Source: an optimization exercise on an open RTL-to-GDS flow (aim: small area, a short achievable clock period and few clock cycles per item). Production flows keep margins and buffers that such runs may drop. Function was checked by simulation only, so behaviour that the tests miss may differ from the original.

==> flow/config.mk <==
export PLATFORM = sky130hd
export DESIGN_NAME = deconvolution
export DESIGN_NICKNAME = deconvolution
export VERILOG_FILES = /design/flow/design.v
export SDC_FILE = /design/flow/constraint.sdc
export NUM_CORES = 4
export LEC_CHECK = 0
export CAP_MARGIN = 20
export CORE_MARGIN = 2
export CORE_UTILIZATION = 40
export SLEW_MARGIN = 20
==> flow/constraint.sdc <==
create_clock -name core_clock -period 12.0 [get_ports {clk}]
set_input_delay 2.4000 -clock core_clock [delete_from_list [all_inputs] [get_ports {clk}]]
set_output_delay 2.4000 -clock core_clock [all_outputs]
set_load 0.01 [all_outputs]
==> flow/design.v <==
module deconvolution #(
  parameter int M = 6,
  parameter int N = 8
) (
  input  logic                 clk,
  input  logic                 rst,
  input  logic                 b_we,
  input  logic [$clog2(N)-1:0] b_addr,
  input  logic signed [15:0]   b_wdata,
  input  logic                 start,
  input  logic                 y_valid,
  output logic                 y_ready,
  input  logic signed [31:0]   y_data,
  output logic                 a_valid,
  input  logic                 a_ready,
  output logic signed [15:0]   a_data,
  output logic                 busy,
  output logic                 done,
  output logic                 div_err,
  output logic                 sat,
  output logic                 rem_err
);
  localparam int AW = $clog2(N);
  localparam int IW = $clog2(M + N) + 1;
  localparam logic [AW-1:0] K_ONE   = AW'(1);
  localparam logic [AW-1:0] K_LAST  = AW'(N - 1);
  localparam logic [IW-1:0] I_ONE   = IW'(1);
  localparam logic [IW-1:0] I_M     = IW'(M);
  localparam logic [IW-1:0] I_LASTA = IW'(M - 1);
  localparam logic [IW-1:0] I_LASTY = IW'(M + N - 2);
  typedef enum logic [2:0] {IDLE, LOAD, MAC, DIV, OUT, CHECK, FIN} state_t;
  state_t             r_state, w_next;
  logic signed [15:0] r_b [0:N-1];
  logic signed [15:0] r_hist [0:N-2];
  logic signed [47:0] r_acc;
  logic [AW-1:0]      r_k;
  logic [IW-1:0]      r_idx;
  logic [47:0]        r_rem;
  logic [47:0]        r_quo;
  logic [15:0]        r_dvs;
  logic               r_neg;
  logic [5:0]         r_dcnt;
  logic signed [15:0] r_a;
  logic               r_done, r_div_err, r_sat;
  logic               r_rem_err;
  logic signed [15:0] w_b0;
  logic               w_mac_last, w_div_last, w_rem_phase, w_sat_hit;
  logic signed [31:0] w_prod;
  logic signed [47:0] w_acc_nxt;
  logic [47:0]        w_acc_mag;
  logic [48:0]        w_shl, w_sub;
  logic [47:0]        w_rem_nxt, w_quo_nxt;
  logic signed [15:0] w_a_sat;
  assign w_b0        = (b_we && b_addr == '0) ? b_wdata : r_b[0];
  assign w_mac_last  = (r_k == K_LAST);
  assign w_div_last  = (r_dcnt == 6'd47);
  assign w_rem_phase = (r_idx >= I_M);
  assign w_prod    = r_b[r_k] * r_hist[r_k - K_ONE];
  assign w_acc_nxt = r_acc - {{16{w_prod[31]}}, w_prod};
  assign w_acc_mag = w_acc_nxt[47] ? -w_acc_nxt : w_acc_nxt;
  assign w_shl     = {r_rem, r_quo[47]};
  assign w_sub     = w_shl - {33'd0, r_dvs};
  assign w_rem_nxt = w_sub[48] ? w_shl[47:0] : w_sub[47:0];
  assign w_quo_nxt = {r_quo[46:0], ~w_sub[48]};
  always_comb begin
    w_sat_hit = 1'b0;
    w_a_sat   = '0;
    if (r_neg) begin
      if (w_quo_nxt > 48'd32768) begin
        w_a_sat   = 16'sh8000;
        w_sat_hit = 1'b1;
      end else begin
        w_a_sat = -$signed(w_quo_nxt[15:0]);
      end
    end else if (w_quo_nxt > 48'd32767) begin
      w_a_sat   = 16'sh7fff;
      w_sat_hit = 1'b1;
    end else begin
      w_a_sat = $signed(w_quo_nxt[15:0]);
    end
  end
  always_ff @(posedge clk or negedge rst) begin
    if (!rst) r_state <= IDLE;
    else      r_state <= w_next;
  end
  always_comb begin
    w_next  = r_state;
    y_ready = 1'b0;
    a_valid = 1'b0;
    busy    = 1'b1;
    case (r_state)
      IDLE: begin
        busy = 1'b0;
        if (start) w_next = (w_b0 == 16'sd0) ? FIN : LOAD;
      end
      LOAD: begin
        y_ready = 1'b1;
        if (y_valid) w_next = MAC;
      end
      MAC:  if (w_mac_last) w_next = w_rem_phase ? CHECK : DIV;
      DIV:  if (w_div_last) w_next = OUT;
      OUT: begin
        a_valid = 1'b1;
        if (a_ready) w_next = (r_idx < I_LASTY) ? LOAD : FIN;
      end
      CHECK:   w_next = (r_idx < I_LASTY) ? LOAD : FIN;
      FIN:     w_next = IDLE;
      default: w_next = IDLE;
    endcase
  end
  always_ff @(posedge clk or negedge rst) begin
    if (!rst) begin
      for (int i = 0; i < N; i++)     r_b[i]    <= '0;
      for (int i = 0; i < N - 1; i++) r_hist[i] <= '0;
      r_acc     <= '0;
      r_k       <= '0;
      r_idx     <= '0;
      r_rem     <= '0;
      r_quo     <= '0;
      r_dvs     <= '0;
      r_neg     <= 1'b0;
      r_dcnt    <= '0;
      r_a       <= '0;
      r_done    <= 1'b0;
      r_div_err <= 1'b0;
      r_sat     <= 1'b0;
      r_rem_err <= 1'b0;
    end else begin
      r_done <= (r_state == FIN);
      case (r_state)
        IDLE: begin
          if (b_we) r_b[b_addr] <= b_wdata;
          if (start) begin
            for (int i = 0; i < N - 1; i++) r_hist[i] <= '0;
            r_idx     <= '0;
            r_sat     <= 1'b0;
            r_div_err <= (w_b0 == 16'sd0);
            r_rem_err <= 1'b0;
          end
        end
        LOAD: begin
          if (y_valid) begin
            r_acc <= {{16{y_data[31]}}, y_data};
            r_k   <= K_ONE;
          end
        end
        MAC: begin
          r_acc <= w_acc_nxt;
          r_k   <= r_k + K_ONE;
          if (w_mac_last) begin
            r_rem  <= '0;
            r_quo  <= w_acc_mag;
            r_dvs  <= r_b[0][15] ? -r_b[0] : r_b[0];
            r_neg  <= w_acc_nxt[47] ^ r_b[0][15];
            r_dcnt <= '0;
          end
        end
        DIV: begin
          r_rem  <= w_rem_nxt;
          r_quo  <= w_quo_nxt;
          r_dcnt <= r_dcnt + 6'd1;
          if (w_div_last) begin
            r_a <= w_a_sat;
            if (w_sat_hit) r_sat <= 1'b1;
          end
        end
        OUT: begin
          if (a_ready) begin
            for (int i = N - 2; i > 0; i--) r_hist[i] <= r_hist[i-1];
            r_hist[0] <= r_a;
            r_idx     <= r_idx + I_ONE;
          end
        end
        CHECK: begin
          if (r_acc != '0) r_rem_err <= 1'b1;
          for (int i = N - 2; i > 0; i--) r_hist[i] <= r_hist[i-1];
          r_hist[0] <= '0;
          r_idx     <= r_idx + I_ONE;
        end
        default: ;
      endcase
    end
  end
  assign a_data  = r_a;
  assign done    = r_done;
  assign div_err = r_div_err;
  assign sat     = r_sat;
  assign rem_err = r_rem_err;
endmodule
==> flow/run.sh <==
#!/bin/bash
# synth_recipe.tcl (not shown) runs the flow's synth.tcl, then flattens the netlist and writes it again
# the make line also repeats each setting of config.mk as NAME=value (left out here)
make -C /OpenROAD-flow-scripts/flow DESIGN_CONFIG=/design/flow/config.mk WORK_HOME=/design/flow/orfs CLKGATE_MAP_FILE= SYNTH_SCRIPT=/design/flow/synth_recipe.tcl finish
==> run notes <==
final cells by class:
cell class              instances  area [um2]
fillers                      8159       46400
multi-input cells            2635       21400
flip-flops and latches        438       11000
repair buffers                190        1690
clock buffers                  82        1530
inverters                     400        1510
well taps                    1144        1430
clock inverters                 8         109
routing by layer:
| metal | vias up | global-route usage [%] | wire (um) |
|---|---|---|---|
| met5 | - | 0 | 0 |
| met4 | 0 | 7.22 | 3500 |
| met3 | 174 | 3.03 | 5660 |
| met2 | 811 | 36.1 | 46300 |
| met1 | 13800 | 32.9 | 46500 |
| li1 | 12700 | - | - |
synth_stat cells, drive strengths merged, types with 16 or more instances:
cell type and count:
a22o 101, a221o 19, nor2 281, nand2b 26, o21a 36, xor2 86, a21oi 137, o31ai 19
a211oi 21, and3 36, mux2 144, a222oi 30, nand4 36, a221oi 16, fa 265, inv 400
nor2b 25, xnor2 97, a22oi 72, buf 20, o211ai 17, clkbuf 177, nand3 109, and2 19
o21ai 230, ha 142, nor3 56, or3 27, a21o 21, nor4 51, nand2 361, dfrtp 438
worst register-to-register path: cells and delay by family, from the launching register on:
kind,cells,cell delay [ns]
buffers and inverters,9,1.19
flip-flops,1,0.34
AND/OR/NAND/NOR,9,2.59
adder cells (fa/ha/maj),9,4.04
AO/OA/AOI/OAI,15,2.63
XOR/XNOR,3,0.48
what timing repair did:
| item | CTS | global route |
|---|---|---|
| setup endpoints to repair | 0 | 51 |
| setup buffers | 0 | 2 |
| gates resized for setup | 0 | 63 |
cells by family (layout without fill, tap and decap cells):
group           after synthesis  count (layout)
compound gates              818             818
mux                         156             156
buf+inv                     597             680
fa+ha+maj                   407             407
simple gates               1069            1069
flops                       438             438
xor+xnor                    184             185
sequential cells by signal, indices dropped and copies added (netlist names):
| register | flops |
|---|---|
| r_a | 16 |
| r_acc | 48 |
| r_b | 128 |
| r_dcnt | 6 |
| r_div_err | 1 |
| r_done | 1 |
| r_dvs | 16 |
| r_hist | 112 |
| r_idx | 5 |
| r_k | 3 |
| r_neg | 1 |
| r_quo | 48 |
| r_rem | 48 |
| r_rem_err | 1 |
| r_sat | 1 |
| r_state | 3 |
worst min path at each step:
stage,endpoint,slack [ns],depth (start not counted)
final,r_hist[1][15],0.49,1
after floorplan,r_dvs[10],0.45,2
after global placement,r_dvs[13],0.46,2
after global routing,r_hist[2][13],0.50,1
after detailed placement,r_dvs[12],0.48,2
after CTS,r_hist[2][13],0.48,1
metrics by stage:
step / util, % / setup TNS, ns
after floorplan: - / 0
after global placement: 43.2 / 0
after detailed placement: 43.2 / 0
after CTS: 45.1 / 0
after global routing: 45.4 / -0.0103
final: 45.4 / 0
==> flow_summary.toml <==
[yosys]
synthXorXnorAreaFrac_pct = 4.80
synthMuxAreaShare_pct = 5.08
synth_simple_gate_area_share_pct = 14.6
synth_warnings = 3
synth-compound-area-share_pct = 16.3
yosys.area_share.adder_pct = 20.7
synth_cell_types = 86
synth.net_count = 4133
yosysSeqAreaShare_pct = 32.0
synth_area_per_cell_um2 = 9.34
synth_top_family_by_area = "adder cells"
ys_async_sr_fraction_pct = 100
synth_edf_count = 0
postSynthCellCount = 3669
netlist.area_leader.share_pct = 32.0
yosys_register_bits = 438
yosysTopAreaCell = "dfrtp_1"
synth_ff_type = "dfrtp_1"
synth_area_mm2 = 0.0343
yosys-top-cells-area = "dfrtp_1 (32%), fa_1 (15%), ha_1 (5.2%), mux2_2 (4.7%), inv_1 (4.4%)"

[timing]
min_period_ns = 11.41
setup_viol = 0
clock_skew_ns = 0.0674
drv_slew = 0
holdWs_ns = 0.486
fmax_mhz = 87.7
setup_ws_ns = 0.593
tightest_slew_ns = 1.14
timing.final.crit_share_pct = 95.1
hold_violations = 0
slew_headroom_pct = 23.9

[clocking]
worstSkewPairLatency_ns = 0.64
cts_made_buffers = 50
clock-sinks = 438
clk_pin_slew_ns = 0.06
htreeDepth = 2
cts_tree = "done"
hold_buffers = 0
clockBufferDepth = 3
ctsRootBufferMaster = "clkbuf_16"

[critical_path]
cp-startpoint = "r_k[1]"
worstPathRequired_ns = 12.48
reg2reg_to = "r_quo[39]"
r2r_setup_slack_ns = 0.59
endpoint = "r_quo[39]"
endpoint_kind = "register"
worst_path_most_repeated_cell = "fa_1"
crit_type = "reg -> reg"
crit_cells = 45
max_stage_delay_ns = 0.55
timing.rr.start = "r_k[1]"
cp-start-kind = "register"
critPathBufInv = 9
cp_top_family = "adder cells"
critPathArrivalTime_ns = 11.89
crit_slowest_cell = "fa_1"
path_max_fanout = 25
worst_r2r_path_depth = 45

[grt]
grt_max_degree = 179
grt_pass1_vias = 27400
antenna_found_initial = 0
grt_first_pass_wirelength_mm = 161
grt_use_total_pct = 23.0
gr-total-overflow = 0

[die]
die_area_mm2 = 0.0880
rows = 107
die_x_um = 297
start_util_pct = 40.3
io_pins = 80
die_y_um = 297
core_area_mm2 = 0.0850

[run_status]
outcome = "timing/DRC/antenna clean"

[cells_and_area]
antennaDiodeCount = 0
layout-drive-gt1-share_pct = 11.4
stdcell_area_mm2 = 0.0386
final_common_cell = "dfrtp_1"
fin_nets = 4179
final_cell_mix = "dfrtp_1 (437), inv_1 (397), nand2_1 (357)"
syn_to_final_growth_pct = 12.7
stdcell_count = 4897

[route]
drtAntennaViolNets = 0
viasPerCell = 5.61
vias = 27500
drc_errors = 0
wl_mm = 102
wl_per_cell_um = 20.8
drt_iter0_markers = 2463
drtPass1Iterations = 6

[hold_path]
min_from = "r_hist[0][15]"
hold_class = "reg -> reg"

[run]
max_cap_viol_count = 0

[place]
dp_cells = 4804
port_buffers = 79
gp_congestion = 0.941
place_area_mm2 = 0.0367
dp_hpwl_mm = 76.2
pre_cts_ws_ns = 0.160
Testbench counts, summed over its fixed seeds: cycles 78,376, frames 192.

[separate check: timing with driven ports]
How much do the figures lean on ideal ports? The routed layout below was timed once more, with nothing changed but the port constraints.
Step 1 (the two cells are an assumption about what drives the block):
set clk [get_ports {clk}]
set_driving_cell -lib_cell sky130_fd_sc_hd__clkbuf_16 $clk
set_driving_cell -lib_cell sky130_fd_sc_hd__buf_2 [delete_from_list [all_inputs] $clk]
Step 2 also shifts input and output timing later by t, the mid clock arrival at the registers, as if the neighbouring blocks saw the same clock.
a / b / c = ideal / step 1 / step 2; a / b = the first two.
t, ns: 0.663
slack for setup (ns): 0.593 / 0.593 / 0.593
worst setup path after step 2: register to register
After both steps setup and hold are still met in this run. The setup slack of this run moves by 0.000 ns with the drivers and by 0.000 ns with both steps.
